Context: an optimization exercise on an open-source flow, tuned for small area, a short achievable clock period and few clock cycles per item. The choices shown serve that exercise and are no tape-out recipe.
At most, simulation tests tie the RTL to the original design; equivalence was not proved.
Only the layout flow was run in runs 6 and 7; the RTL was not checked for function there.
No activity file was given, so power comes from the tool's default toggle rates. No driver is modelled on the clock port, so clocking that relies on it looks cheaper here than on a real chip.

`flow/flow/run.sh`:
```
#!/bin/bash
# Standard ORFS layout (the standard.sh) with:
#  - a tighter timing-repair target (the clock period and constraints are unchanged),
#  - the smallest buffer on every port (repair upsizes the ones that need it),
#  - clock tree synthesis without dummy balancing loads.
export SETUP_SLACK_MARGIN=7
export BUFFER_PORTS_ARGS="-buffer_cell sky130_fd_sc_hd__buf_1"
export CTS_ARGS="-sink_clustering_enable -repair_clock_nets -sink_clustering_size 30 -sink_clustering_max_diameter 200 -dont_use_dummy_load"
bash standard.sh > standard.log 2>&1
```
`flow/constraint.sdc`:
```
create_clock -name core_clock -period 10.0 [get_ports {clk}]
set_input_delay 2.0000 -clock core_clock [delete_from_list [all_inputs] [get_ports {clk}]]
set_output_delay 2.0000 -clock core_clock [all_outputs]
set_load 0.01 [all_outputs]
```
`flow/design.v`:
```
module byte_memory_ctrl #(
    parameter int    DEPTH     = 64,
    parameter int    ADDR_W    = 32,
    parameter int    LATENCY   = 1
) (
    input  logic              clk,
    input  logic              rst_n,
    input  logic              req_valid,
    output logic              req_ready,
    input  logic              req_write,
    input  logic [1:0]        req_size,
    input  logic              req_unsigned,
    input  logic [ADDR_W-1:0] req_addr,
    input  logic [31:0]       req_wdata,
    output logic              resp_valid,
    output logic              resp_err,
    output logic [31:0]       resp_rdata
);
    localparam int IDX_W = $clog2(DEPTH);
    localparam int ROWS  = DEPTH / 4;
    logic        w_err;
    logic [1:0]  w_off;
    logic [3:0]  w_lane_we;      
    logic [31:0] w_lane_data;
    assign w_err = (req_size == 2'b11) ||
                   ((req_size == 2'b01) && req_addr[0]) ||
                   ((req_size == 2'b10) && (req_addr[1:0] != 2'b00)) ||
                   (|req_addr[ADDR_W-1:IDX_W]);
    assign w_off = req_addr[1:0];
    always_comb begin
        w_lane_we   = 4'b0000;
        w_lane_data = {4{req_wdata[7:0]}};
        case (req_size)
            2'b00: w_lane_we = 4'b1000 >> w_off;
            2'b01: begin
                w_lane_we   = w_off[1] ? 4'b0011 : 4'b1100;
                w_lane_data = {2{req_wdata[15:0]}};
            end
            default: begin
                w_lane_we   = 4'b1111;
                w_lane_data = req_wdata;
            end
        endcase
        if (!(rst_n && req_valid && req_write && !w_err)) w_lane_we = 4'b0000;
    end
    logic              s1_valid;
    logic              s1_err;
    logic [3:0]        s1_lwe;
    logic [3:0]        s1_rlo;       
    logic [3:0]        s1_rhi;       
    logic [1:0]        s1_off;
    logic [31:0]       s1_ldata;
    logic              s1_word;      
    logic              s1_half;      
    logic              s1_sgn;       
    logic              s1_zero;      
    always_ff @(posedge clk) begin
        s1_valid <= rst_n & req_valid;
        s1_err   <= w_err;
        s1_lwe   <= w_lane_we;
        s1_rlo   <= 4'b0001 << req_addr[3:2];
        s1_rhi   <= 4'b0001 << req_addr[5:4];
        s1_off   <= w_off;
        s1_ldata <= w_lane_data;
        s1_word  <= req_size[1];
        s1_half  <= req_size == 2'b01;
        s1_sgn   <= ~req_unsigned & ~req_size[1];
        s1_zero  <= w_err | req_write;
    end
    assign req_ready = 1'b1;
    logic [31:0] r_mem [ROWS];       
    logic [ROWS-1:0] w_row_hot;
    always_comb begin
        for (int r = 0; r < ROWS; r++)
            w_row_hot[r] = s1_rhi[r/4] & s1_rlo[r%4];
    end
    logic [31:0] w_grp [4];
    logic [31:0] w_row_word;
    always_comb begin
        w_row_word = '0;
        for (int a = 0; a < 4; a++) begin
            w_grp[a] = '0;
            for (int b = 0; b < 4; b++)
                w_grp[a] = w_grp[a] | ({32{s1_rlo[b]}} & r_mem[4*a+b]);
            w_row_word = w_row_word | ({32{s1_rhi[a]}} & w_grp[a]);
        end
    end
    always_ff @(posedge clk) begin
        for (int r = 0; r < ROWS; r++) begin
            for (int l = 0; l < 4; l++) begin
                if (w_row_hot[r] && s1_lwe[3-l])
                    r_mem[r][31-8*l -: 8] <= s1_ldata[31-8*l -: 8];
            end
        end
    end
    logic              s2_valid;
    logic              s2_err;
    logic [31:0]       s2_word;      
    logic [1:0]        s2_off;
    logic              s2_word_ld;
    logic              s2_half;
    logic              s2_sgn;
    always_ff @(posedge clk) begin
        s2_valid   <= rst_n & s1_valid;
        s2_err     <= s1_err;
        s2_word    <= s1_zero ? 32'd0 : w_row_word;
        s2_off     <= s1_off;
        s2_word_ld <= s1_word;
        s2_half    <= s1_half;
        s2_sgn     <= s1_sgn;
    end
    logic [7:0]  w_b0, w_b1;
    logic        w_fill;
    logic [31:0] w_load;
    always_comb begin
        case (s2_off)
            2'b00:   w_b0 = s2_word[31:24];
            2'b01:   w_b0 = s2_word[23:16];
            2'b10:   w_b0 = s2_word[15:8];
            default: w_b0 = s2_word[7:0];
        endcase
        w_b1 = s2_off[1] ? s2_word[7:0] : s2_word[23:16];
    end
    always_comb begin
        w_fill = s2_sgn & w_b0[7];
        if (s2_word_ld)   w_load = s2_word;
        else if (s2_half) w_load = {{16{w_fill}}, w_b0, w_b1};
        else              w_load = {{24{w_fill}}, w_b0};
    end
    logic        r_resp_valid;
    logic        r_resp_err;
    logic [31:0] r_resp_rdata;
    always_ff @(posedge clk) begin
        r_resp_valid <= rst_n & s2_valid;
        r_resp_err   <= s2_err;
        r_resp_rdata <= w_load;
    end
    assign resp_valid = r_resp_valid;
    assign resp_err   = r_resp_err;
    assign resp_rdata = r_resp_rdata;
endmodule
```
`flow/standard.sh`:
```
#!/bin/bash
# synth_recipe.tcl (not shown) runs the flow's synth.tcl, then flattens the netlist and writes it again
# the make line also repeats each setting of config.mk as NAME=value (left out here)
make -C /OpenROAD-flow-scripts/flow DESIGN_CONFIG=/design/flow/config.mk WORK_HOME=/design/flow/orfs CLKGATE_MAP_FILE= SYNTH_SCRIPT=/design/flow/synth_recipe.tcl "${@:-finish}"
```
`flow/config.mk`:
```
export PLATFORM = sky130hd
export DESIGN_NAME = byte_memory_ctrl
export DESIGN_NICKNAME = byte_memory_ctrl
export VERILOG_FILES = /design/flow/design.v
export SDC_FILE = /design/flow/constraint.sdc
export NUM_CORES = 4
export LEC_CHECK = 0
export CAP_MARGIN = 20
export CORE_MARGIN = 2
export CORE_UTILIZATION = 50
export CTS_CLUSTER_DIAMETER = 200
export CTS_CLUSTER_SIZE = 30
export GPL_ROUTABILITY_DRIVEN = 1
export PLACE_DENSITY = 0.65
export SLEW_MARGIN = 20
```
==> flow_summary_export.csv, run 1 <==
group,metric,value,unit
grt,grt_max_degree,77,
critical_path,slowest_delay,330,ps
grt,first_global_vias,12000,
finish,area_growth,6.83,%
finish,layout-drive-gt1-share,7.83,%
pwr,ir_drop,0.000135,V
job,maxCapViolations,0,
finish,insertedDiodeCount,0,
synth,ys_seq_area_share,77.2,%
synth,synth_cells,1397,
sta,slew_headroom,37.2,%
sta,fin_crit_sh,30.4,%
critical_path,end_kind,"output port",
grt,grt_overflow,0,
clock_tree,cts_max_level,1,
finish,fin_nets,1504,
synth,synth-seq-cells,637,
outcome,status,"finished clean",
synth,synth_edf_count,512,
grt,track_usage,21.9,%
finish,n_fill_cell,3562,
finish,fin_util,54.3,%
critical_path,path_class,"reg2out",
clock_tree,cts.clk_slew.worst_paths,110,ps
placement,hpwlAfterDp,32100,µm
clock_tree,cts_tree,"built",
sta,rsz0062_at_grt,"true",
synth,ys.flop_type,"edfxtp_1",
sta,skew,57.1,ps
synth,ys_async_sr_fraction,0,%
sta,tightest_slew,942,ps
synth,synth_top_cells_by_area,"edfxtp_1 (66%), dfxtp_1 (11%), a22o_1 (9.7%), o21ai_0 (2.9%), and3_1 (1.8%)",
clock_tree,clkLatencyLatePin,600,ps
routing,vias,12700,
critical_path,path_cells,"buf_6",
critical_path,crit_path_top_delay_cell,"dfxtp_2",
synth,yosys_warnings,3,
floorplan,fp-row-count,78,
grt,grt_pass1_wl,77300,µm
clock_tree,clock_path_buffers,3,
routing,drt-pass1-iter-count,6,
sta,period_minus_slack,3040,ps
routing,ant_nets,0,
pwr,power,4.30,mW
synth,synth_top_cell_area_share,66.4,%
floorplan,core,45600,µm²
routing,vias_per_cell,6.26,
synth,yosys.area.top_type,"edfxtp_1",
critical_path,cp_data_required_time,8000,ps
routing,drc,0,
synth,avgSynthCellArea,16.6,µm²
critical_path,cp_num_buf_inv,1,
critical_path,cp.arrival,1040,ps
floorplan,dieWidth,219,µm
placement,port_buffers,104,
placement,place.gp.congestion,0.832,
worst_hold_path,hold_class,"reg2reg",
critical_path,critPathLaunchType,"register",
critical_path,critical_path_peak_fanout,1,
floorplan,die_area,48000,µm²
floorplan,die_y,219,µm
routing,avgRoutedWirePerCell,26.2,µm
sta,max_freq,0.329,GHz
routing,drt_wl_total,53200,µm
synth,synth_cell_type_count,41,
clock_tree,cts-root-buf,"clkbuf_16",
sta,setup_violations,0,
clock_tree,ctsHoldBuffers,0,
synth,synth_nets,1468,
routing,drt-initial-drc-count,1373,
pwr,pwr_density_cell,174,nW/µm²
floorplan,ios,106,
critical_path,critPathTopFamily,"flip-flops",
grt,antenna_found_initial,0,
pwr,p_leak,8.27,nW
clock_tree,cts_buffers,25,
sta,slew_violations,0,
sta,hold_viol_final,0,
floorplan,initial_utilization,50.8,%
clock_tree,cts_sinks,637,
synth,netlist_area,23200,µm²
sta,fin_setup_tns,0,ps
metal layers:
| metal | vias up | part of all wire [%] | global-route usage (%) | routed length, µm |
|---|---|---|---|---|
| li1 | 5641 | - | - | - |
| met3 | 41 | 8.1 | 3.16 | 4310 |
| met5 | - | 0 | 0 | 0 |
| met1 | 6470 | 44 | 33.4 | 23200 |
| met2 | 553 | 47 | 34.0 | 24800 |
| met4 | 0 | 1.6 | 3.72 | 847 |
power by group:
part	switching, mW	leakage (nW)	internal [mW]
Clock	0.728	0.308	0.451
Combinational	0.0980	2.36	0.0689
Sequential	0.0709	5.60	2.89
Total	0.897	8.27	3.41
synth_stat cells, types with 3 or more instances:
cell      count
and3_1       65
dfxtp_1     125
edfxtp_1    512
clkbuf_1     74
o21ai_1       3
a41oi_1      32
mux4_1        7
a22o_1      256
nand2_1      49
o22a_1       16
mux2_2       16
and2_1        5
nor4_1       10
buf_2        30
mux2i_1       8
o21ai_0     136
nor2b_1      13
nor2_1        5
a21oi_1       9
through the flow:
| step | hold slack [ps] | setup slack [ps] | std cells | area (µm²) |
|---|---|---|---|---|
| after floorplan | 310 | 7020 | 1397 | 23200 |
| after global routing | 341 | 6920 | 2031 | 24700 |
| after CTS | 337 | 6930 | 2030 | 24600 |
| after global placement | 310 | 6610 | 2005 | 23900 |
| final | 336 | 6960 | 2031 | 24700 |
| after detailed placement | 312 | 6570 | 2005 | 23900 |
cell usage in the layout, fill, tap and decap left out, types with 2 or more instances in the layout:
cell	netlist	routed
and2_1	5	5
dfxtp_1	125	107
o22a_1	16	16
buf_6	2	14
buf_1	1	69
mux2i_1	8	8
edfxtp_1	512	512
nor2_1	5	4
a21oi_1	9	9
dfxtp_2	0	14
nand2_1	49	49
buf_4	1	12
buf_2	30	21
nor2b_1	13	13
mux2_2	16	16
nor4_1	10	10
o21ai_1	3	3
clkbuf_16	0	25
dfxtp_4	0	4
nand3_1	2	2
a41oi_1	32	32
inv_1	2	2
a22o_1	256	256
mux4_1	7	7
and3_1	65	65
xor2_1	2	2
o21ai_0	136	136
worst register-to-register path, stage by stage, from the launching register on:
cell and delay [ps]:
dfxtp_4 940, buf_4 850, a22o_1 370, o21ai_0 180, a41oi_1 420
timing repair:
item | in CTS | in global routing
endpoints found under the hold margin | 0 | 0
setup buffers | 0 | 1
setup endpoints to repair | 34 | 112
resized for setup | 44 | 17
registers in the layout, summed over array words and instances (netlist names), 2 cells and up:
| name | flops |
|---|---|
| s1_rlo | 4 |
| s1_lwe | 4 |
| s1_off | 2 |
| s1_ldata | 32 |
| r_mem | 512 |
| r_resp_rdata | 32 |
| s1_rhi | 4 |
| s2_off | 2 |
| s2_word | 32 |
cells by family (layout without fill, tap and decap cells):
family	after synthesis	after routing	synth area share [%]
AOI/OAI and AO/OA	458	458	15.0
xor gates and xnor gates	2	2	0.0757
buffers and inverters	111	145	2.05
DFF	637	637	77.2
muxes	32	32	2.02
other	1	1	0.0162
and+or+nand+nor	156	156	3.68
area by class of cell:
class	instances	area, µm²	area share [%]
clock buffer	25	626	2.53
inverter	2	7.51	0.0304
multi-input combinational	649	4800	19.4
sequential	637	17900	72.4
tap	600	751	3.04
timing repair buffer	118	637	2.57
path summary, 6_finish.rpt:
path | from | to | slack [ps] | cells after the start
worst max-delay path | r_resp_valid | resp_valid | 6960 | 1
worst min-delay path | s1_word | s2_word_ld | 340 | 0
worst max register to register | s1_rlo[2] | s2_word[26] | 7120 | 4
worst min register to register | s1_word | s2_word_ld | 340 | 0
Testbench counts, summed over its fixed seeds: cycles 16,024, items 16,000.
==> inputs of run 2 (changes only) <==
--- a/flow/design.v
+++ b/flow/design.v
@@ -48,4 +48,3 @@
     logic [3:0]        s1_lwe;
-    logic [3:0]        s1_rlo;       
-    logic [3:0]        s1_rhi;       
+    logic [ROWS-1:0]   s1_rhot;      
     logic [1:0]        s1_off;
@@ -60,4 +59,3 @@
         s1_lwe   <= w_lane_we;
-        s1_rlo   <= 4'b0001 << req_addr[3:2];
-        s1_rhi   <= 4'b0001 << req_addr[5:4];
+        s1_rhot  <= ROWS'(1) << req_addr[IDX_W-1:2];
         s1_off   <= w_off;
@@ -72,7 +70,3 @@
     logic [ROWS-1:0] w_row_hot;
-    always_comb begin
-        for (int r = 0; r < ROWS; r++)
-            w_row_hot[r] = s1_rhi[r/4] & s1_rlo[r%4];
-    end
-    logic [31:0] w_grp [4];
+    assign w_row_hot = s1_rhot;
     logic [31:0] w_row_word;
@@ -80,8 +74,4 @@
         w_row_word = '0;
-        for (int a = 0; a < 4; a++) begin
-            w_grp[a] = '0;
-            for (int b = 0; b < 4; b++)
-                w_grp[a] = w_grp[a] | ({32{s1_rlo[b]}} & r_mem[4*a+b]);
-            w_row_word = w_row_word | ({32{s1_rhi[a]}} & w_grp[a]);
-        end
+        for (int r = 0; r < ROWS; r++)
+            w_row_word = w_row_word | ({32{s1_rhot[r] & ~s1_zero}} & r_mem[r]);
     end
@@ -105,3 +95,3 @@
         s2_err     <= s1_err;
-        s2_word    <= s1_zero ? 32'd0 : w_row_word;
+        s2_word    <= w_row_word;
         s2_off     <= s1_off;
--- a/flow/config.mk
+++ b/flow/config.mk
@@ -9,3 +9,3 @@
 export CORE_MARGIN = 2
-export CORE_UTILIZATION = 50
+export CORE_UTILIZATION = 40
 export CTS_CLUSTER_DIAMETER = 200
@@ -13,3 +13,3 @@
 export GPL_ROUTABILITY_DRIVEN = 1
-export PLACE_DENSITY = 0.65
+export PLACE_DENSITY = 0.55
 export SLEW_MARGIN = 20
==> flow_summary_export.csv, run 2 <==
group,metric,value,unit
worst_hold_path,hold_class,"reg2reg",
routing,vias,12300,
clock_tree,cts_buffers,25,
clock_tree,cts_max_level,1,
finish,regMostFlops,"r_mem",
clock_tree,clkLatencyLatePin,590,ps
synth,yosysMostFrequentCell,"edfxtp_1",
finish,n_fill_cell,5000,
clock_tree,cts_setup_buffers,0,
placement,port_buffers,104,
critical_path,end_kind,"output port",
grt,first_global_vias,12100,
clock_tree,cts.clk_slew.worst_paths,110,ps
finish,final_common_cell,"edfxtp_1",
synth,synth_top_cell_area_share,67.9,%
floorplan,ios,106,
critical_path,endpoint,"resp_rdata[11]",
synth,synth-seq-cells,645,
grt,antenna_found_initial,2,
placement,place.gp.congestion,0.777,
synth,synth_cell_type_count,38,
synth,ys_seq_area_share,79.7,%
sta,fin_crit_sh,30.4,%
sta,timing.hold.ws,336,ps
sta,tightest_slew,757,ps
critical_path,cp.arrival,1040,ps
sta,fin_setup_tns,0,ps
synth,avgSynthCellArea,17.4,µm²
clock_tree,clock_path_buffers,3,
synth,synth_edf_count,512,
finish,largest_reg_flops,512,
pwr,p_leak,7.70,nW
critical_path,reg2reg_slack,8030,ps
critical_path,crit_path_top_delay_cell,"dfxtp_1",
critical_path,slowest_delay,330,ps
synth,synth_commonest_cells,"edfxtp_1 (512), dfxtp_1 (133), a221oi_1 (96), a22o_1 (96), clkbuf_1 (69)",
synth,ys.flop_type,"edfxtp_1",
synth,yosys_warnings,2,
clock_tree,cts_sinks,645,
floorplan,die_area,58500,µm²
finish,fin_nets,1434,
job,maxCapViolations,0,
finish,multi_input_area,4250,µm²
floorplan,dieWidth,242,µm
routing,drc,0,
critical_path,critPathLaunchType,"register",
sta,period_minus_slack,3040,ps
synth,synth_nets,1372,
routing,vias_per_cell,5.80,
critical_path,critPathTopFamily,"flip-flops",
pwr,ir_drop,0.000119,V
critical_path,cp.depth,1,
sta,rsz0062_at_grt,"true",
routing,drt-pass1-iter-count,5,
routing,drt_wl_total,62400,µm
floorplan,fp-row-count,87,
clock_tree,cts_tree,"built",
synth,synth_cells,1301,
finish,area_growth,8.54,%
outcome,status,"finished clean",
floorplan,die_y,242,µm
critical_path,cp_num_buf_inv,1,
finish,final_cell_mix,"edfxtp_1 (512), dfxtp_1 (100), a22o_1 (96), a221oi_1 (96), buf_1 (69)",
critical_path,startpoint,"r_resp_rdata[11]",
pwr,power,4.32,mW
critical_path,cp_data_required_time,8000,ps
sta,slew_violations,0,
pwr,pwr_density_cell,176,nW/µm²
routing,avgRoutedWirePerCell,29.5,µm
placement,hpwlAfterDp,35900,µm
critical_path,path_cells,"buf_2",
grt,grt_max_degree,37,
grt,track_usage,20.9,%
critical_path,rr_endpoint,"r_mem[9][16]",
sta,skew,38.6,ps
critical_path,critical_path_peak_fanout,1,
routing,ant_nets,0,
synth,synth_top_cells_by_area,"edfxtp_1 (68%), dfxtp_1 (12%), a221oi_1 (3.7%), a22o_1 (3.7%), a22oi_1 (2.1%)",
finish,register_area,18100,µm²
sta,setup_violations,0,
floorplan,initial_utilization,40.3,%
critical_path,reg2reg_depth,2,
synth,yosys.area.top_type,"edfxtp_1",
sta,max_freq,0.329,GHz
critical_path,r2r-start,"s1_rhot[9]",
grt,grt_overflow,0,
finish,layout-drive-gt1-share,9.77,%
sta,hold_viol_final,0,
grt,grt_pass1_wl,88500,µm
critical_path,path_class,"reg2out",
synth,ys_async_sr_fraction,0,%
clock_tree,cts-root-buf,"clkbuf_16",
floorplan,core,56200,µm²
sta,slew_headroom,49.6,%
synth,netlist_area,22600,µm²
routing,drt-initial-drc-count,1205,
## run 2: cell count changes after synthesis, sizes merged, moves of 17 or more
cell and delta:
a22o -160, a41oi -32, and2 +62, a221oi +96, and3 -32, a31oi +32, buf -17, o21ai -128
a22oi +64
## run 2: stage by stage
| step | cell area, µm² | utilization, % | instances | setup WS [ps] |
|---|---|---|---|---|
| floorplan | 22600 | - | 1301 | 7070 |
| global placement | 23800 | 42.3 | 2092 | 6540 |
| detailed placement | 23800 | 42.3 | 2092 | 6470 |
| CTS | 24500 | 43.6 | 2117 | 6930 |
| global route | 24600 | 43.7 | 2117 | 6910 |
| finish | 24600 | 43.8 | 2118 | 6960 |
## run 2: report_power, final
part	total [mW]	leakage (nW)	switching [mW]	internal, mW
Clock	1.22	0.308	0.763	0.452
Combinational	0.135	1.73	0.0813	0.0536
Sequential	2.97	5.67	0.0511	2.92
## run 2: how the worst min path moves through the flow
stage / start / to / slack (ps) / cells after the start
finish: s1_word / s2_word_ld / 340 / 0
global route: s1_word / s2_word_ld / 340 / 0
CTS: s1_half / s2_half / 340 / 0
detailed placement: s1_half / s2_half / 310 / 0
global placement: s1_word / s2_word_ld / 310 / 0
floorplan: s2_err / r_resp_err / 310 / 0
## run 2: metal layers
layer  GRT usage [%]  wire [µm]
met4            5.63       1420
met5               0         13
met2            35.9      31100
met1            28.1      26000
met3            2.73       3880
## run 2: kinds of logic (layout without fill, tap and decap cells)
group | Yosys count | count (layout) | share of synthesized area [%]
flops | 645 | 645 | 79.7
compound gates | 327 | 327 | 11.7
simple gates | 205 | 205 | 4.89
buf+inv | 89 | 149 | 1.63
mux | 33 | 33 | 2.11
other cells | 1 | 2 | 0.0166
xor+xnor | 1 | 1 | 0.0387
## run 2: layout make-up
cell class / instances / share of cell area (%)
sequential: 645 / 73.6
multi-input combinational: 567 / 17.3
tap: 756 / 3.85
timing repair buffer: 122 / 2.72
clock buffer: 25 / 2.55
inverter: 2 / 0.0305
antenna: 1 / 0.0102
## run 2: what timing repair did
item / in CTS / in global routing
setup endpoints to repair: 34 / 41
cloned: 0 / 0
gates resized for setup: 46 / 22
hold buffers: 0 / 0
Testbench counts of run 2, summed over its fixed seeds: cycles 16,024, items 16,000.
==> inputs of run 3 (changes only) <==
--- a/flow/config.mk
+++ b/flow/config.mk
@@ -9,3 +9,3 @@
 export CORE_MARGIN = 2
-export CORE_UTILIZATION = 40
+export CORE_UTILIZATION = 60
 export CTS_CLUSTER_DIAMETER = 200
@@ -13,3 +13,3 @@
 export GPL_ROUTABILITY_DRIVEN = 1
-export PLACE_DENSITY = 0.55
+export PLACE_DENSITY = 0.75
 export SLEW_MARGIN = 20
==> flow_summary_export.csv, run 3 <==
group,metric,value,unit
outcome,status,"finished clean",
sta,slew_headroom,31.1,%
synth,synth_fa_ha_area_share,0,%
placement,hpwlAfterDp,33300,µm
synth,synth_commonest_cells,"edfxtp_1 (512), dfxtp_1 (133), a221oi_1 (96), a22o_1 (96), clkbuf_1 (69)",
critical_path,path_class,"reg2out",
finish,insertedDiodeCount,0,
floorplan,fp-row-count,71,
placement,dp.cells,1847,
floorplan,ios,106,
routing,drc,0,
sta,fin_setup_tns,0,ps
finish,finalNonFillerCells,1872,
floorplan,dieWidth,198,µm
critical_path,critPathLaunchType,"register",
synth,ys.flop_type,"edfxtp_1",
synth,synthXorXnorAreaFrac,0.0387,%
sta,timing.hold.ws,344,ps
synth,synth_top_cells_by_area,"edfxtp_1 (68%), dfxtp_1 (12%), a221oi_1 (3.7%), a22o_1 (3.7%), a22oi_1 (2.1%)",
sta,hold_viol_final,0,
clock_tree,clock_path_buffers,3,
sta,fin_crit_sh,30.4,%
synth,synth_top_family_by_area,"compound AO/OA/AOI/OAI gates",
critical_path,critPathTopFamily,"flip-flops",
placement,port_buffers,104,
synth,synth_compound_area_share,11.7,%
sta,tightest_slew,1030,ps
finish,final_common_cell,"edfxtp_1",
finish,final_area,24200,µm²
finish,regMostFlops,"r_mem",
clock_tree,cts-root-buf,"clkbuf_16",
synth,synth_cell_type_count,38,
synth,synthSimpleGateAreaFrac,4.89,%
clock_tree,cts_max_level,1,
clock_tree,cts.clk_slew.worst_paths,110,ps
synth,yosysMostFrequentCell,"edfxtp_1",
synth,synth_edf_count,512,
routing,avgRoutedWirePerCell,29.9,µm
routing,drt-pass1-iter-count,5,
clock_tree,clkLatencyLatePin,590,ps
finish,n_fill_cell,2567,
critical_path,cp_data_required_time,8000,ps
finish,multi_input_area,4240,µm²
synth,synth_cells,1301,
grt,track_usage,29.0,%
clock_tree,cts_sinks,645,
finish,register_area,18100,µm²
critical_path,cp_num_buf_inv,1,
synth,synth_mux_area_share,2.11,%
floorplan,die_area,39300,µm²
synth,avgSynthCellArea,17.4,µm²
sta,max_freq,0.329,GHz
grt,grt_overflow,0,
finish,layout-drive-gt1-share,8.38,%
finish,final_cell_mix,"edfxtp_1 (512), dfxtp_1 (119), a22o_1 (96), a221oi_1 (96), buf_1 (69)",
finish,area_growth,6.94,%
clock_tree,ctsHoldBuffers,0,
pwr,p_leak,7.69,nW
routing,vias_per_cell,6.71,
grt,antenna_found_initial,1,
critical_path,path_cells,"buf_2",
sta,setup_violations,0,
critical_path,end_kind,"output port",
routing,ant_nets,0,
synth,synth-seq-cells,645,
sta,skew,72.3,ps
synth,ys_async_sr_fraction,0,%
pwr,pwr_density_cell,177,nW/µm²
pwr,ir_drop,0.000140,V
sta,period_minus_slack,3040,ps
routing,drt_wl_total,56000,µm
synth,synth_top_cell_area_share,67.9,%
grt,grt_max_degree,37,
clock_tree,cts_buffers,25,
finish,fin_nets,1434,
placement,place.gp.congestion,0.812,
worst_hold_path,hold_class,"reg2reg",
sta,rsz0062_at_grt,"true",
synth,netlist_area,22600,µm²
job,maxCapViolations,0,
synth,yosys_warnings,2,
routing,vias,12600,
synth,ys_seq_area_share,79.7,%
critical_path,critical_path_peak_fanout,1,
routing,drt-initial-drc-count,1558,
critical_path,cp.arrival,1040,ps
critical_path,slowest_delay,330,ps
placement,placed_area,23400,µm²
critical_path,crit_path_top_delay_cell,"dfxtp_1",
finish,largest_reg_flops,512,
pwr,power,4.29,mW
sta,slew_violations,0,
floorplan,initial_utilization,60.5,%
grt,first_global_vias,12200,
synth,synth_nets,1372,
floorplan,core,37400,µm²
clock_tree,cts_tree,"built",
floorplan,die_y,198,µm
grt,grt_pass1_wl,81300,µm
synth,yosys.area.top_type,"edfxtp_1",
==> run 3: cells by family (layout without fill, tap and decap cells) <==
group | count (synthesis) | count (layout)
DFF | 645 | 645
AOI/OAI and AO/OA | 327 | 327
and+or+nand+nor | 205 | 205
buffers and inverters | 89 | 149
muxes | 33 | 33
other | 1 | 1
xor gates and xnor gates | 1 | 1
==> run 3: final cells by class <==
cell class                      instances  share of cell area (%)
Inverter                                2                  0.0310
Multi-Input combinational cell        567                    17.5
Sequential cell                       645                    74.6
Clock buffer                           25                    2.58
Timing Repair Buffer                  122                    2.66
Tap cell                              511                    2.64
==> run 3: worst register-to-register path, stage by stage, from the launching register on <==
cell     delay (ps)
dfxtp_2         330
buf_4           540
and2_1          680
==> run 3: final timing paths <==
path | startpoint | end | slack, ps | cells past startpoint
worst max-delay path | r_resp_rdata[22] | resp_rdata[22] | 6960 | 1
worst min-delay path | s1_sgn | s2_sgn | 340 | 0
worst max register to register | s1_rhot[12] | r_mem[12][30] | 8130 | 2
worst min register to register | s1_sgn | s2_sgn | 340 | 0
==> run 3: layer usage <==
metal  vias up  wire, µm  GRT usage (%)  part of all wire [%]
met5         -         0              0                     0
met4         0      2050           10.4                   3.7
met3       100      5850           4.97                    10
met2       777     27000           47.0                    48
met1      6363     21000           40.1                    38
li1       5328         -              -                     -
==> run 3: timing repair <==
| item | in CTS | in global routing |
|---|---|---|
| resized for setup | 40 | 19 |
| buffers inserted | 0 | 0 |
| endpoints found under the setup margin | 34 | 37 |
| pin swaps | 0 | 0 |
==> run 3: report_power, final <==
group          internal (mW)  switching, mW
Sequential              2.92         0.0482
Combinational         0.0530         0.0801
Clock                  0.451          0.736
Total                   3.42          0.864
==> run 3: metrics by stage <==
| step | setup slack (ps) | util [%] |
|---|---|---|
| finish | 6960 | 64.7 |
| global route | 6930 | 64.7 |
| CTS | 6940 | 64.5 |
| detailed placement | 6480 | 62.7 |
| global placement | 6550 | 62.7 |
| floorplan | 7070 | - |
==> inputs of run 4 (changes only) <==
--- a/flow/config.mk
+++ b/flow/config.mk
@@ -9,3 +9,3 @@
 export CORE_MARGIN = 2
-export CORE_UTILIZATION = 60
+export CORE_UTILIZATION = 50
 export CTS_CLUSTER_DIAMETER = 200
@@ -13,3 +13,3 @@
 export GPL_ROUTABILITY_DRIVEN = 1
-export PLACE_DENSITY = 0.75
+export PLACE_DENSITY = 0.65
 export SLEW_MARGIN = 20
==> flow_summary_export.csv, run 4 <==
group,metric,value,unit
grt,first_global_vias,12100,
sta,setup_violations,0,
job,maxCapViolations,0,
pwr,power.internal,3.42,mW
finish,final_common_cell,"edfxtp_1",
critical_path,crit_path_top_delay_cell,"dfxtp_2",
critical_path,critPathTopFamily,"flip-flops",
synth,ys_async_sr_fraction,0,%
clock_tree,cts_buffers,25,
sta,tightest_slew,1040,ps
synth,synth_edf_count,512,
sta,skew,74.8,ps
pwr,p_leak,7.69,nW
pwr,clockPowerShare,27.9,%
synth,synth_top_cells_by_area,"edfxtp_1 (68%), dfxtp_1 (12%), a221oi_1 (3.7%), a22o_1 (3.7%), a22oi_1 (2.1%)",
sta,timing.hold.ws,330,ps
synth,ys.flop_type,"edfxtp_1",
worst_hold_path,hold_class,"reg2reg",
floorplan,core,44400,µm²
placement,hpwlAfterDp,33700,µm
floorplan,dieWidth,217,µm
synth,ys_seq_area_share,79.7,%
critical_path,critPathLaunchType,"register",
placement,port_buffers,104,
critical_path,cp_num_buf_inv,1,
grt,track_usage,24.5,%
routing,drt_wl_total,58100,µm
pwr,ir_drop,0.000113,V
pwr,switchingPower,0.879,mW
placement,pre_cts_ws,6500,ps
clock_tree,clock_path_buffers,3,
sta,period_minus_slack,3050,ps
finish,final_cell_mix,"edfxtp_1 (512), dfxtp_1 (112), a22o_1 (96), a221oi_1 (96), buf_1 (69)",
synth,synth-seq-cells,645,
synth,synth_nets,1372,
routing,avgRoutedWirePerCell,29.7,µm
grt,grt_pass1_wl,83200,µm
floorplan,initial_utilization,51.0,%
finish,fin_nets,1434,
sta,rsz0062_at_grt,"true",
critical_path,critical_path_peak_fanout,1,
sta,max_freq,0.327,GHz
finish,regMostFlops,"r_mem",
floorplan,die_area,47000,µm²
critical_path,slowest_delay,340,ps
placement,place.gp.congestion,0.799,
placement,placed_area,23600,µm²
routing,vias,12400,
pwr,sequentialPowerShare,69.0,%
critical_path,path_class,"reg2out",
synth,synth_cell_type_count,38,
sta,slew_headroom,30.4,%
synth,synth_cells,1301,
sta,hold_viol_final,0,
routing,drc,0,
clock_tree,cts_tree,"built",
grt,grt_overflow,0,
critical_path,cp.arrival,1050,ps
pwr,p_sw_share,20.4,%
critical_path,end_kind,"output port",
synth,yosys.area.top_type,"edfxtp_1",
clock_tree,cts_sinks,645,
clock_tree,cts_max_level,1,
floorplan,ios,106,
clock_tree,cts-root-buf,"clkbuf_16",
pwr,p_comb_share,3.1,%
grt,antenna_found_initial,0,
routing,ant_nets,0,
sta,setup_ws,6950,ps
finish,finalNonFillerCells,1956,
floorplan,die_y,217,µm
pwr,pwr_density_cell,177,nW/µm²
synth,yosys_warnings,2,
routing,vias_per_cell,6.34,
finish,largest_reg_flops,512,
finish,area_growth,7.35,%
clock_tree,clkLatencyLatePin,600,ps
critical_path,path_cells,"buf_6",
floorplan,fp-row-count,77,
grt,grt_max_degree,37,
routing,drt-initial-drc-count,1363,
clock_tree,cts.clk_slew.worst_paths,110,ps
sta,fin_crit_sh,30.5,%
routing,drt-pass1-iter-count,5,
finish,final_area,24300,µm²
synth,avgSynthCellArea,17.4,µm²
synth,synth_commonest_cells,"edfxtp_1 (512), dfxtp_1 (133), a221oi_1 (96), a22o_1 (96), clkbuf_1 (69)",
synth,synth_top_cell_area_share,67.9,%
sta,fin_setup_tns,0,ps
sta,slew_violations,0,
synth,netlist_area,22600,µm²
clock_tree,cts_setup_buffers,0,
placement,dp.cells,1928,
finish,layout-drive-gt1-share,8.82,%
synth,yosysMostFrequentCell,"edfxtp_1",
critical_path,cp_data_required_time,8000,ps
outcome,status,"finished clean",
run 4: kinds of logic after synthesis:
family / count (synthesis) / share of synthesized area (%)
AO/OA/AOI/OAI: 327 / 11.7
XOR/XNOR: 1 / 0.0387
buffers and inverters: 89 / 1.63
flip-flops: 645 / 79.7
multiplexers: 33 / 2.11
other: 1 / 0.0166
AND/OR/NAND/NOR: 205 / 4.89
run 4: layer usage:
layer / vias up / global-route usage [%] / wire length, µm
met5: - / 0 / 0
li1: 5321 / - / -
met4: 0 / 7.76 / 1860
met2: 601 / 40.6 / 28400
met3: 87 / 2.84 / 4360
met1: 6392 / 34.4 / 23500
run 4: power by group through the flow:
stage               sequential, mW  combinational [mW]  clock (mW)
floorplan                     3.01              0.0771           0
global placement              3.03               0.130           0
detailed placement            3.03               0.131           0
CTS                           2.97               0.133        1.22
global route                  2.97               0.143        1.30
finish                        2.97               0.134        1.20
run 4: what timing repair did:
item,in CTS,in global routing
setup endpoints to repair,34,34
hold buffers,0,0
gates resized for setup,50,3
endpoints found under the hold margin,0,0
run 4: final cells by class:
class / count / area, µm²
Antenna cell: 3 / 7.51
Clock buffer: 25 / 626
Fill cell: 3409 / 20100
Inverter: 2 / 7.51
Multi-Input combinational cell: 567 / 4240
Sequential cell: 645 / 18100
Tap cell: 592 / 741
Timing Repair Buffer: 122 / 626
run 4: final timing paths:
| check | from | end | slack, ps | cells past startpoint |
|---|---|---|---|---|
| hold / removal | s1_off[0] | s2_off[0] | 330 | 0 |
| setup / recovery | r_resp_rdata[25] | resp_rdata[25] | 6950 | 1 |
| setup reg to reg | s1_rhot[13] | r_mem[13][1] | 8090 | 2 |
| hold reg to reg | s1_off[0] | s2_off[0] | 330 | 0 |
run 4: through the flow:
step	utilization (%)	total power [mW]
2_1_floorplan	-	3.08
4_1_cts	54.7	4.32
5_1_grt	54.7	4.42
3_3_place_gp	53.0	3.15
6_report	54.7	4.30
3_5_place_dp	53.0	3.16
==> inputs of run 5 (changes only) <==
--- a/flow/design.v
+++ b/flow/design.v
@@ -30,14 +30,13 @@
     always_comb begin
+        w_lane_data[7:0]   = req_wdata[7:0];
+        w_lane_data[15:8]  = (req_size[1] | req_size[0]) ? req_wdata[15:8] : req_wdata[7:0];
+        w_lane_data[23:16] = req_size[1] ? req_wdata[23:16] : req_wdata[7:0];
+        w_lane_data[31:24] = req_size[1] ? req_wdata[31:24] : w_lane_data[15:8];
+    end
+    always_comb begin
         w_lane_we   = 4'b0000;
-        w_lane_data = {4{req_wdata[7:0]}};
         case (req_size)
-            2'b00: w_lane_we = 4'b1000 >> w_off;
-            2'b01: begin
-                w_lane_we   = w_off[1] ? 4'b0011 : 4'b1100;
-                w_lane_data = {2{req_wdata[15:0]}};
-            end
-            default: begin
-                w_lane_we   = 4'b1111;
-                w_lane_data = req_wdata;
-            end
+            2'b00:   w_lane_we = 4'b1000 >> w_off;
+            2'b01:   w_lane_we = w_off[1] ? 4'b0011 : 4'b1100;
+            default: w_lane_we = 4'b1111;
         endcase
==> flow_summary_export.csv, run 5 <==
group,metric,value,unit
outcome,status,"finished clean",
critical_path,cp_data_required_time,8000,ps
floorplan,die_y,216,µm
synth,yosys.area.top_type,"edfxtp_1",
routing,ant_nets,0,
pwr,power,4.30,mW
critical_path,critPathLaunchType,"register",
synth,ys_seq_area_share,79.9,%
sta,tightest_slew,1020,ps
sta,max_freq,0.328,GHz
finish,regMostFlops,"r_mem",
pwr,switchingPower,0.873,mW
grt,grt_pass1_wl,82900,µm
synth,netlist_area,22600,µm²
pwr,power.internal,3.42,mW
routing,vias,12500,
synth,synth_commonest_cells,"edfxtp_1 (512), dfxtp_1 (133), a221oi_1 (96), a22o_1 (96), and2_1 (67)",
placement,hpwlAfterDp,33600,µm
sta,slew_violations,0,
clock_tree,cts_tree,"built",
synth,yosys_warnings,2,
floorplan,core,44400,µm²
worst_hold_path,whs_path_depth,0,
clock_tree,cts_max_level,1,
pwr,clockPowerShare,27.8,%
sta,period_minus_slack,3050,ps
clock_tree,cts-root-buf,"clkbuf_16",
finish,area_growth,7.46,%
finish,insertedDiodeCount,0,
grt,grt_overflow,0,
critical_path,critical_path_peak_fanout,1,
floorplan,die_area,46900,µm²
synth,synth-seq-cells,645,
sta,hold_viol_final,0,
routing,vias_per_cell,6.44,
synth,synth_cells,1283,
synth,synth_edf_count,512,
floorplan,initial_utilization,50.8,%
synth,synth_top_cells_by_area,"edfxtp_1 (68%), dfxtp_1 (12%), a221oi_1 (3.7%), a22o_1 (3.7%), a22oi_1 (2.1%)",
finish,fin_nets,1420,
synth,ys.flop_type,"edfxtp_1",
grt,grt_max_degree,37,
critical_path,critPathTopFamily,"flip-flops",
pwr,p_comb_share,3.1,%
critical_path,path_class,"reg2out",
finish,register_area,18100,µm²
pwr,sequentialPowerShare,69.1,%
critical_path,cp_num_buf_inv,1,
finish,largest_reg_flops,512,
finish,n_fill_cell,3469,
routing,drt_wl_total,57900,µm
finish,layout-drive-gt1-share,9.35,%
routing,avgRoutedWirePerCell,29.8,µm
floorplan,fp-row-count,77,
worst_hold_path,hold_class,"reg2reg",
finish,final_common_cell,"edfxtp_1",
grt,antenna_found_initial,2,
pwr,p_sw_share,20.3,%
clock_tree,clkLatencyLatePin,600,ps
sta,rsz0062_at_grt,"true",
placement,place.gp.congestion,0.857,
critical_path,end_kind,"output port",
routing,drc,0,
clock_tree,cts_sinks,645,
sta,slew_headroom,32.2,%
placement,dp.cells,1912,
sta,setup_violations,0,
pwr,p_leak,7.69,nW
floorplan,dieWidth,216,µm
routing,drt-pass1-iter-count,5,
critical_path,cp.arrival,1050,ps
placement,port_buffers,104,
critical_path,reg2reg_slack,8040,ps
sta,fin_crit_sh,30.5,%
pwr,ir_drop,0.000123,V
clock_tree,cts_buffers,25,
clock_tree,ctsHoldBuffers,0,
critical_path,crit_path_top_delay_cell,"dfxtp_1",
critical_path,reg2reg_depth,5,
clock_tree,cts.clk_slew.worst_paths,110,ps
pwr,pwr_density_cell,177,nW/µm²
synth,synth_cell_type_count,37,
routing,drt-initial-drc-count,1684,
synth,synth_top_cell_area_share,68.1,%
synth,synth_nets,1354,
critical_path,cp.depth,1,
finish,fin_util,54.6,%
clock_tree,clock_path_buffers,3,
finish,multi_input_area,4190,µm²
synth,ys_async_sr_fraction,0,%
synth,avgSynthCellArea,17.6,µm²
finish,finalNonFillerCells,1939,
grt,first_global_vias,12100,
floorplan,ios,106,
grt,track_usage,24.5,%
critical_path,path_cells,"buf_2",
synth,yosysMostFrequentCell,"edfxtp_1",
sta,skew,43.7,ps
sta,fin_setup_tns,0,ps
job,maxCapViolations,0,
critical_path,slowest_delay,330,ps
finish,final_cell_mix,"edfxtp_1 (512), dfxtp_1 (117), a22o_1 (96), a221oi_1 (96), buf_1 (69)",
run 5: metal layers:
| layer | up-vias | GRT usage, % | part of all wire (%) |
|---|---|---|---|
| met5 | - | 0 | 0.016 |
| met4 | 2 | 7.72 | 2.9 |
| met3 | 90 | 3.82 | 9.2 |
| met2 | 665 | 37.5 | 45 |
| met1 | 6471 | 36.5 | 43 |
| li1 | 5268 | - | - |
run 5: kinds of logic after synthesis:
family	after synthesis	synth area share (%)
AO/OA/AOI/OAI	319	11.5
XOR/XNOR	1	0.0388
buffers and inverters	87	1.61
flip-flops	645	79.9
multiplexers	33	2.16
other	1	0.0166
AND/OR/NAND/NOR	197	4.77
run 5: final timing paths:
| path | start | to |
|---|---|---|
| worst max register to register | s1_rhot[5] | s2_word[7] |
| worst min register to register | s1_off[0] | s2_off[0] |
| worst max-delay path | r_resp_rdata[0] | resp_rdata[0] |
| worst min-delay path | s1_off[0] | s2_off[0] |
run 5: through the flow:
step	instance area (µm²)	hold WS (ps)	worst slack [ps]
finish	24300	338	6950
global route	24300	341	6910
CTS	24200	337	6930
detailed placement	23500	312	6310
global placement	23500	313	6400
floorplan	22600	310	6950
run 5: power by group through the flow:
| stage | Sequential, mW | Clock (mW) | Combinational [mW] |
|---|---|---|---|
| final | 2.97 | 1.20 | 0.132 |
| after global routing | 2.97 | 1.29 | 0.142 |
| after CTS | 2.97 | 1.21 | 0.131 |
| after detailed placement | 3.03 | 0 | 0.128 |
| after global placement | 3.03 | 0 | 0.126 |
| after floorplan | 3.01 | 0 | 0.0760 |
run 5: area by class of cell:
type	instances	share of cell area (%)
multi-input cells	551	17.3
clock buffers	25	2.58
repair buffers	124	2.64
well taps	592	3.05
flip-flops and latches	645	74.4
inverters	2	0.0309
run 5: worst reg2reg max path, cell delays in order (launching register included):
cell and delay (ps):
dfxtp_1 320, buf_4 510, a22o_1 260, a221oi_1 50, and3_1 200, a31oi_1 470
run 5: repair_timing:
action | 4_1_cts | 5_1_grt
setup buffers | 2 | 0
endpoints found under the setup margin | 42 | 41
pin swaps | 1 | 0
gates resized for setup | 36 | 14
gates cloned | 0 | 0
Testbench counts of run 5, summed over its fixed seeds: cycles 16,024, items 16,000.
==> inputs of run 6 (changes only) <==
--- a/flow/design.v
+++ b/flow/design.v
@@ -44,8 +44,7 @@
     end
+    logic [31:0] r_mem [ROWS];       
     logic              s1_valid;
     logic              s1_err;
-    logic [3:0]        s1_lwe;
     logic [ROWS-1:0]   s1_rhot;      
     logic [1:0]        s1_off;
-    logic [31:0]       s1_ldata;
     logic              s1_word;      
@@ -57,6 +56,4 @@
         s1_err   <= w_err;
-        s1_lwe   <= w_lane_we;
         s1_rhot  <= ROWS'(1) << req_addr[IDX_W-1:2];
         s1_off   <= w_off;
-        s1_ldata <= w_lane_data;
         s1_word  <= req_size[1];
@@ -67,5 +64,4 @@
     assign req_ready = 1'b1;
-    logic [31:0] r_mem [ROWS];       
-    logic [ROWS-1:0] w_row_hot;
-    assign w_row_hot = s1_rhot;
+    logic [ROWS-1:0] w_row_hot;      
+    assign w_row_hot = ROWS'(1) << req_addr[IDX_W-1:2];
     logic [31:0] w_row_word;
@@ -79,4 +75,4 @@
             for (int l = 0; l < 4; l++) begin
-                if (w_row_hot[r] && s1_lwe[3-l])
-                    r_mem[r][31-8*l -: 8] <= s1_ldata[31-8*l -: 8];
+                if (w_row_hot[r] && w_lane_we[3-l])
+                    r_mem[r][31-8*l -: 8] <= w_lane_data[31-8*l -: 8];
             end
==> flow_summary_export.csv, run 6 <==
group,metric,value,unit
sta,hold_viol_final,0,
synth,ys_seq_area_share,79.3,%
clock_tree,cts_sinks,609,
routing,drt-pass1-iter-count,5,
synth,synth-seq-cells,609,
floorplan,dieWidth,213,µm
grt,grt_overflow,0,
placement,pre_cts_ws,5600,ps
worst_hold_path,min_from,"s1_off[0]",
sta,fin_setup_tns,0,ps
worst_hold_path,hold_class,"reg2reg",
critical_path,critPathLaunchType,"input pin",
synth,synth_top_cells_by_area,"edfxtp_1 (70%), dfxtp_1 (8.9%), a221oi_1 (3.9%), a22o_1 (3.9%), a22oi_1 (2.2%)",
synth,yosys.area.top_type,"edfxtp_1",
sta,tightest_slew,1260,ps
finish,fin_util,59.1,%
finish,multi_input_area,4990,µm²
worst_hold_path,whs_path_depth,0,
floorplan,ios,106,
sta,setup_violations,0,
placement,hpwlAfterDp,38600,µm
critical_path,path_class,"in2reg",
critical_path,cp_data_required_time,10290,ps
critical_path,rr_endpoint,"s2_word[11]",
routing,ant_nets,0,
finish,finalNonFillerCells,1988,
critical_path,r2r-start,"s1_rhot[15]",
placement,place.gp.congestion,0.948,
critical_path,cp.arrival,3470,ps
grt,antenna_found_initial,2,
floorplan,core,43100,µm²
outcome,status,"finished clean",
synth,synth_edf_count,512,
critical_path,reg2reg_depth,4,
job,maxCapViolations,0,
floorplan,fp-row-count,76,
sta,max_freq,0.315,GHz
clock_tree,clkLatencyLatePin,620,ps
worst_hold_path,hold-path-endpoint,"s2_off[0]",
finish,final_common_cell,"edfxtp_1",
routing,vias_per_cell,6.57,
pwr,p_leak,7.96,nW
synth,synth_cells,1251,
routing,vias,13100,
routing,drt_wl_total,64000,µm
sta,period_minus_slack,3170,ps
grt,track_usage,28.3,%
sta,skew,57.9,ps
finish,register_area,17300,µm²
placement,placed_area,23400,µm²
clock_tree,cts.clk_slew.worst_paths,110,ps
clock_tree,cts-root-buf,"clkbuf_16",
finish,fin_nets,1474,
finish,largest_reg_flops,512,
floorplan,die_area,45300,µm²
routing,drc,0,
synth,ys.flop_type,"edfxtp_1",
finish,layout-drive-gt1-share,21.6,%
clock_tree,clock_path_buffers,3,
synth,synth_commonest_cells,"edfxtp_1 (512), dfxtp_1 (97), a221oi_1 (96), a22o_1 (96), nor2_1 (82)",
sta,slew_headroom,15.9,%
synth,yosys_warnings,2,
clock_tree,cts_buffers,24,
synth,synth_top_cell_area_share,70.4,%
sta,rsz0062_at_grt,"true",
clock_tree,cts_max_level,1,
synth,synth_cell_type_count,41,
routing,avgRoutedWirePerCell,32.2,µm
synth,yosysMostFrequentCell,"edfxtp_1",
sta,fin_crit_sh,31.7,%
clock_tree,cts_tree,"built",
synth,ys_async_sr_fraction,0,%
pwr,pwr_density_cell,163,nW/µm²
sta,timing.hold.ws,344,ps
finish,final_cell_mix,"edfxtp_1 (512), a22o_1 (96), a221oi_1 (96)",
finish,n_fill_cell,3195,
grt,first_global_vias,12200,
placement,port_buffers,104,
grt,grt_pass1_wl,89100,µm
synth,synth_nets,1322,
synth,netlist_area,21800,µm²
floorplan,die_y,213,µm
critical_path,end_kind,"register",
finish,top_regs,"r_mem (512), r_resp_rdata (32), s2_word (32)",
grt,grt_max_degree,37,
finish,regMostFlops,"r_mem",
pwr,ir_drop,0.000123,V
routing,drt-initial-drc-count,2008,
critical_path,critical_path_peak_fanout,8,
placement,dp.cells,1896,
pwr,power,4.14,mW
finish,area_growth,16.6,%
sta,slew_violations,0,
sta,setup_ws,6830,ps
critical_path,reg2reg_slack,7400,ps
floorplan,initial_utilization,50.7,%
finish,final_area,25500,µm²
synth,avgSynthCellArea,17.5,µm²
[run 6: worst max-delay path, stage by stage]
cell,delay (ps)
buf_6,100
nor4_4,280
and3_4,330
o2111ai_4,200
buf_12,180
buf_16,150
nor2_4,220
[run 6: power breakdown]
part	total (mW)	internal, mW	switching, mW
clock	1.15	0.433	0.714
combinational	0.222	0.0734	0.148
sequential	2.78	2.77	0.00873
total	4.14	3.27	0.871
[run 6: layout make-up]
| class | count | area share, % |
|---|---|---|
| Sequential cell | 609 | 68.1 |
| Multi-Input combinational cell | 571 | 19.6 |
| Timing Repair Buffer | 195 | 7.04 |
| Tap cell | 585 | 2.88 |
| Clock buffer | 24 | 2.36 |
| Inverter | 2 | 0.0295 |
| Antenna cell | 2 | 0.0197 |
[run 6: logic make-up (layout without fill, tap and decap cells)]
logic type / after synthesis / count (layout) / share of synthesized area (%)
flops: 609 / 609 / 79.3
compound gates: 322 / 322 / 12.3
simple gates: 213 / 213 / 4.53
buf+inv: 74 / 221 / 1.60
mux: 32 / 35 / 2.18
other cells: 1 / 3 / 0.0172
[run 6: routing by layer]
layer	share of wire [%]	GRT usage (%)
met1	39	40.6
met2	46	42.9
met3	12	7.05
met4	3.2	8.68
met5	0.25	0
[run 6: repair_timing]
item                                    CTS  global route
buffers inserted                         58             0
pin swaps                                59            41
endpoints found under the setup margin  674           594
cloned                                    4             4
resized for setup                       111            33
hold buffers                              0             0
[run 6: worst max path at each step]
stage / from / to / slack, ps / cells after the start
after floorplan: req_addr[7] / r_mem[1][10] / 6500 / 5
after global placement: req_size[1] / r_mem[11][10] / 5680 / 6
after detailed placement: req_size[1] / r_mem[11][10] / 5600 / 6
after CTS: req_addr[30] / r_mem[4][19] / 6860 / 6
after global routing: req_addr[29] / r_mem[7][15] / 6770 / 7
final: req_addr[29] / r_mem[8][8] / 6830 / 7
==> inputs of run 7 (changes only) <==
--- a/flow/design.v
+++ b/flow/design.v
@@ -20,6 +20,9 @@
     localparam int ROWS  = DEPTH / 4;
-    logic        w_err;
-    logic [1:0]  w_off;
-    logic [3:0]  w_lane_we;      
-    logic [31:0] w_lane_data;
+    localparam int ROW_W = IDX_W - 2;
+    assign req_ready = 1'b1;
+    logic              w_err;
+    logic [ROW_W-1:0]  w_row;
+    logic [1:0]        w_off;
+    logic [3:0]        w_lane_we;      
+    logic [31:0]       w_lane_data;
     assign w_err = (req_size == 2'b11) ||
@@ -28,15 +31,17 @@
                    (|req_addr[ADDR_W-1:IDX_W]);
+    assign w_row = req_addr[IDX_W-1:2];
     assign w_off = req_addr[1:0];
     always_comb begin
-        w_lane_data[7:0]   = req_wdata[7:0];
-        w_lane_data[15:8]  = (req_size[1] | req_size[0]) ? req_wdata[15:8] : req_wdata[7:0];
-        w_lane_data[23:16] = req_size[1] ? req_wdata[23:16] : req_wdata[7:0];
-        w_lane_data[31:24] = req_size[1] ? req_wdata[31:24] : w_lane_data[15:8];
-    end
-    always_comb begin
         w_lane_we   = 4'b0000;
+        w_lane_data = {4{req_wdata[7:0]}};
         case (req_size)
-            2'b00:   w_lane_we = 4'b1000 >> w_off;
-            2'b01:   w_lane_we = w_off[1] ? 4'b0011 : 4'b1100;
-            default: w_lane_we = 4'b1111;
+            2'b00: w_lane_we = 4'b1000 >> w_off;
+            2'b01: begin
+                w_lane_we   = w_off[1] ? 4'b0011 : 4'b1100;
+                w_lane_data = {2{req_wdata[15:0]}};
+            end
+            default: begin
+                w_lane_we   = 4'b1111;
+                w_lane_data = req_wdata;
+            end
         endcase
@@ -45,5 +50,13 @@
     logic [31:0] r_mem [ROWS];       
+    always_ff @(posedge clk) begin
+        for (int r = 0; r < ROWS; r++) begin
+            for (int l = 0; l < 4; l++) begin
+                if ((w_row == ROW_W'(r)) && w_lane_we[3-l])
+                    r_mem[r][31-8*l -: 8] <= w_lane_data[31-8*l -: 8];
+            end
+        end
+    end
     logic              s1_valid;
     logic              s1_err;
-    logic [ROWS-1:0]   s1_rhot;      
+    logic [ROW_W-1:0]  s1_row;
     logic [1:0]        s1_off;
@@ -56,3 +69,3 @@
         s1_err   <= w_err;
-        s1_rhot  <= ROWS'(1) << req_addr[IDX_W-1:2];
+        s1_row   <= w_row;
         s1_off   <= w_off;
@@ -62,19 +75,2 @@
         s1_zero  <= w_err | req_write;
-    end
-    assign req_ready = 1'b1;
-    logic [ROWS-1:0] w_row_hot;      
-    assign w_row_hot = ROWS'(1) << req_addr[IDX_W-1:2];
-    logic [31:0] w_row_word;
-    always_comb begin
-        w_row_word = '0;
-        for (int r = 0; r < ROWS; r++)
-            w_row_word = w_row_word | ({32{s1_rhot[r] & ~s1_zero}} & r_mem[r]);
-    end
-    always_ff @(posedge clk) begin
-        for (int r = 0; r < ROWS; r++) begin
-            for (int l = 0; l < 4; l++) begin
-                if (w_row_hot[r] && w_lane_we[3-l])
-                    r_mem[r][31-8*l -: 8] <= w_lane_data[31-8*l -: 8];
-            end
-        end
     end
@@ -90,3 +86,3 @@
         s2_err     <= s1_err;
-        s2_word    <= w_row_word;
+        s2_word    <= s1_zero ? 32'd0 : r_mem[s1_row];
         s2_off     <= s1_off;
==> flow/flow/run.sh (replaced) <==
#!/bin/bash
# Standard ORFS layout (the standard.sh), with a tighter timing-repair
# target and small port buffers. Clock period and constraints are unchanged.
export SETUP_SLACK_MARGIN=7
export BUFFER_PORTS_ARGS="-buffer_cell sky130_fd_sc_hd__buf_1"
cp standard.sh standard_sh_copy.txt
bash standard.sh > standard.log 2>&1
--- a/flow/config.mk
+++ b/flow/config.mk
@@ -10,3 +10,3 @@
 export CORE_UTILIZATION = 50
-export CTS_CLUSTER_DIAMETER = 200
+export CTS_CLUSTER_DIAMETER = 60
 export CTS_CLUSTER_SIZE = 30
==> flow_summary_export.csv, run 7 <==
group,metric,value,unit
critical_path,reg2reg_slack,6970,ps
sta,fin_crit_sh,32.8,%
finish,final_common_cell,"edfxtp_1",
critical_path,r2r-start,"s1_row[0]",
grt,top_usage_layer,"met2",
synth,yosys.area.top_type,"edfxtp_1",
grt,grt_max_degree,62,
worst_hold_path,hold_class,"reg2reg",
routing,ant_nets,0,
clock_tree,cts_buffers,38,
synth,yosys_warnings,2,
placement,placed_area,24800,µm²
pwr,clockPowerShare,36.8,%
critical_path,critPathLaunchType,"input pin",
finish,top_regs,"r_mem (512), r_resp_rdata (32), s2_word (32)",
synth,synth-seq-cells,597,
sta,fin_setup_tns,0,ps
routing,vias,15800,
sta,slew_headroom,19.8,%
clock_tree,cts_max_level,2,
synth,ys.flop_type,"edfxtp_1",
floorplan,die_area,49000,µm²
placement,port_buffers,104,
synth,synth_cells,1556,
routing,avgRoutedWirePerCell,35.7,µm
finish,area_growth,14.8,%
finish,layout-drive-gt1-share,23.5,%
finish,fin_nets,1730,
pwr,ir_drop,0.000173,V
sta,timing.hold.ws,331,ps
critical_path,reg2reg_depth,6,
critical_path,startpoint,"req_addr[17]",
grt,met1_usage,44.0,%
synth,yosysMostFrequentCell,"edfxtp_1",
grt,grt_pass1_wl,113000,µm
finish,regMostFlops,"r_mem",
floorplan,fp-row-count,79,
critical_path,path_class,"in2reg",
finish,multi_input_area,6780,µm²
sta,max_freq,0.305,GHz
clock_tree,cts-root-buf,"clkbuf_16",
clock_tree,cts.clk_slew.worst_paths,90,ps
sta,setup_violations,0,
critical_path,rr_endpoint,"s2_word[27]",
pwr,power.internal,3.60,mW
sta,rsz0062_at_grt,"true",
synth,netlist_area,23600,µm²
synth,avgSynthCellArea,15.2,µm²
pwr,switchingPower,1.27,mW
pwr,pwr_density_cell,179,nW/µm²
outcome,status,"finished clean",
placement,hpwlAfterDp,53200,µm
synth,synth_top_cells_by_area,"edfxtp_1 (65%), dfxtp_1 (7.2%), mux2i_1 (2.8%), nor2_1 (2.4%), mux2_2 (2.1%)",
grt,first_global_vias,14800,
finish,n_fill_cell,3566,
floorplan,core,46600,µm²
pwr,p_comb_share,7.1,%
clock_tree,clkLatencyLatePin,620,ps
clock_tree,cts_tree,"built",
worst_hold_path,min_from,"s1_off[1]",
clock_tree,cts_sinks,597,
critical_path,crit_path_frequent_cell,"nor2_4",
synth,synth_edf_count,512,
sta,period_minus_slack,3280,ps
grt,grt_use_met3,9.44,%
placement,dp.cells,2197,
routing,drt-initial-drc-count,2943,
sta,skew,39.6,ps
critical_path,cp_data_required_time,10300,ps
routing,drt-pass1-iter-count,9,
floorplan,dieWidth,221,µm
critical_path,path_cells,"buf_6, nor4_4, nand4_1, nor2_4, buf_4, nand3_4, buf_12, nor2_4",
grt,met2_usage,49.6,%
routing,drc,0,
critical_path,cp.arrival,3580,ps
sta,hold_viol_final,0,
pwr,power,4.87,mW
finish,final_area,27100,µm²
synth,synth_cell_type_count,80,
job,maxCapViolations,0,
grt,grt_overflow,0,
critical_path,crit_path_top_delay_cell,"nand4_1",
critical_path,critical_path_peak_fanout,16,
synth,ys_async_sr_fraction,0,%
floorplan,ios,106,
floorplan,die_y,221,µm
clock_tree,ctsHoldBuffers,0,
routing,drt_wl_total,82000,µm
finish,largest_reg_flops,512,
synth,synth_commonest_cells,"edfxtp_1 (512), nor2_1 (149), nand2_1 (108), dfxtp_1 (85), mux2i_1 (66)",
grt,track_usage,33.0,%
clock_tree,clock_path_buffers,3,
finish,register_area,17100,µm²
critical_path,slowest_delay,280,ps
placement,place.gp.congestion,0.997,
grt,antenna_found_initial,5,
pwr,p_leak,8.79,nW
floorplan,initial_utilization,50.7,%
critical_path,end_kind,"register",
pwr,sequentialPowerShare,56.1,%
finish,finalNonFillerCells,2295,
sta,tightest_slew,1200,ps
routing,vias_per_cell,6.88,
synth,ys_seq_area_share,72.3,%
critical_path,endpoint,"r_mem[10][13]",
finish,final_cell_mix,"edfxtp_1 (512), nand2_1 (95), dfxtp_1 (77)",
synth,synth_nets,1627,
pwr,p_sw_share,26.0,%
sta,slew_violations,0,
synth,synth_top_cell_area_share,65.1,%
run 7: power groups by stage:
stage / sequential, mW / clock, mW / combinational, mW
after floorplan: 2.78 / 0 / 0.180
after global placement: 2.79 / 0 / 0.304
after detailed placement: 2.79 / 0 / 0.306
after CTS: 2.73 / 1.79 / 0.327
after global routing: 2.73 / 1.87 / 0.349
final: 2.73 / 1.79 / 0.346
run 7: cells by family (layout without fill, tap and decap cells):
kind of cell	Yosys count	count (layout)	share of synthesized area (%)
AOI/OAI and AO/OA	348	348	11.0
DFF	597	597	72.3
buffers and inverters	105	236	3.08
and+or+nand+nor	381	381	7.54
other	1	2	0.0159
muxes	124	124	6.10
run 7: cell type report:
type | instances | area share (%)
sequential | 597 | 63.0
multi-input combinational | 854 | 25.0
timing repair buffer | 161 | 3.97
clock buffer | 39 | 3.52
tap | 607 | 2.80
clock inverter | 29 | 1.60
inverter | 7 | 0.134
antenna | 1 | 0.00922
run 7: metrics by stage:
step           util (%)  worst slack, ps
2_1_floorplan         -             6460
3_3_place_gp       53.2             5530
3_5_place_dp       53.2             5440
4_1_cts            57.9             6740
5_1_grt            58.3             6680
6_report           58.3             6720
run 7: how the worst min path moves through the flow:
stage / end / cells past startpoint
global placement: s2_off[0] / 0
CTS: s2_off[1] / 0
floorplan: r_resp_err / 0
finish: s2_off[1] / 0
detailed placement: s2_word_ld / 0
global route: s2_off[1] / 0
run 7: routing by layer:
metal	vias up	routed length, µm
li1	6293	-
met1	7806	29600
met2	1392	36100
met3	288	11400
met4	6	4870
met5	-	42
run 7: repair_timing:
| item | in CTS | in global routing |
|---|---|---|
| gates resized for setup | 158 | 23 |
| setup buffers | 20 | 9 |
| endpoints found under the setup margin | 835 | 573 |
| pin swaps | 25 | 15 |
run 7: critical path: cells and delay by family:
| family | cells | cell delay [ps] |
|---|---|---|
| buffers and inverters | 3 | 470 |
| AND/OR/NAND/NOR | 5 | 1070 |

what the ideal ports hide:
No port has a modelled driver above. Below, the same layouts with a new extraction and two added sets of constraints. Step 1 sets driving cells, clkbuf_16 on the clock port and buf_2 on the other inputs (assumed; they add their load-dependent delay and slew). Step 2 adds t to the input delays and takes it off the output delays; t is the mean of the earliest and latest rising clock arrival at the registers after step 1. Input paths then give back, and output paths get back, about the clock's delay inside the block. a / b / c = ideal / step 1 / step 2; a / b = the first two.
| run | shift t [ns] | setup slack, ns | worst setup path after step 2 | latest minus earliest clock arrival (ns) |
|---|---|---|---|---|
| run 1 | 0.629 | 6.960 / 6.904 / 6.531 | input to register | 0.061 / 0.061 |
| run 2 | 0.629 | 6.961 / 6.902 / 6.658 | input to register | 0.042 / 0.042 |
| run 3 | 0.615 | 6.960 / 6.903 / 6.503 | input to register | 0.077 / 0.076 |
| run 4 | 0.625 | 6.946 / 6.889 / 6.476 | input to register | 0.076 / 0.075 |
| run 5 | 0.637 | 6.948 / 6.893 / 6.500 | input to register | 0.047 / 0.046 |
| run 6 | 0.645 | 6.828 / 6.824 / 6.179 | input to register | 0.063 / 0.064 |
| run 7 | 0.658 | 6.724 / 6.742 / 6.084 | input to register | 0.048 / 0.048 |
After both steps setup and hold are still met in every run listed. The setup slack of run 6, which loses most, moves by -0.004 ns with the drivers and by -0.649 ns with both steps.
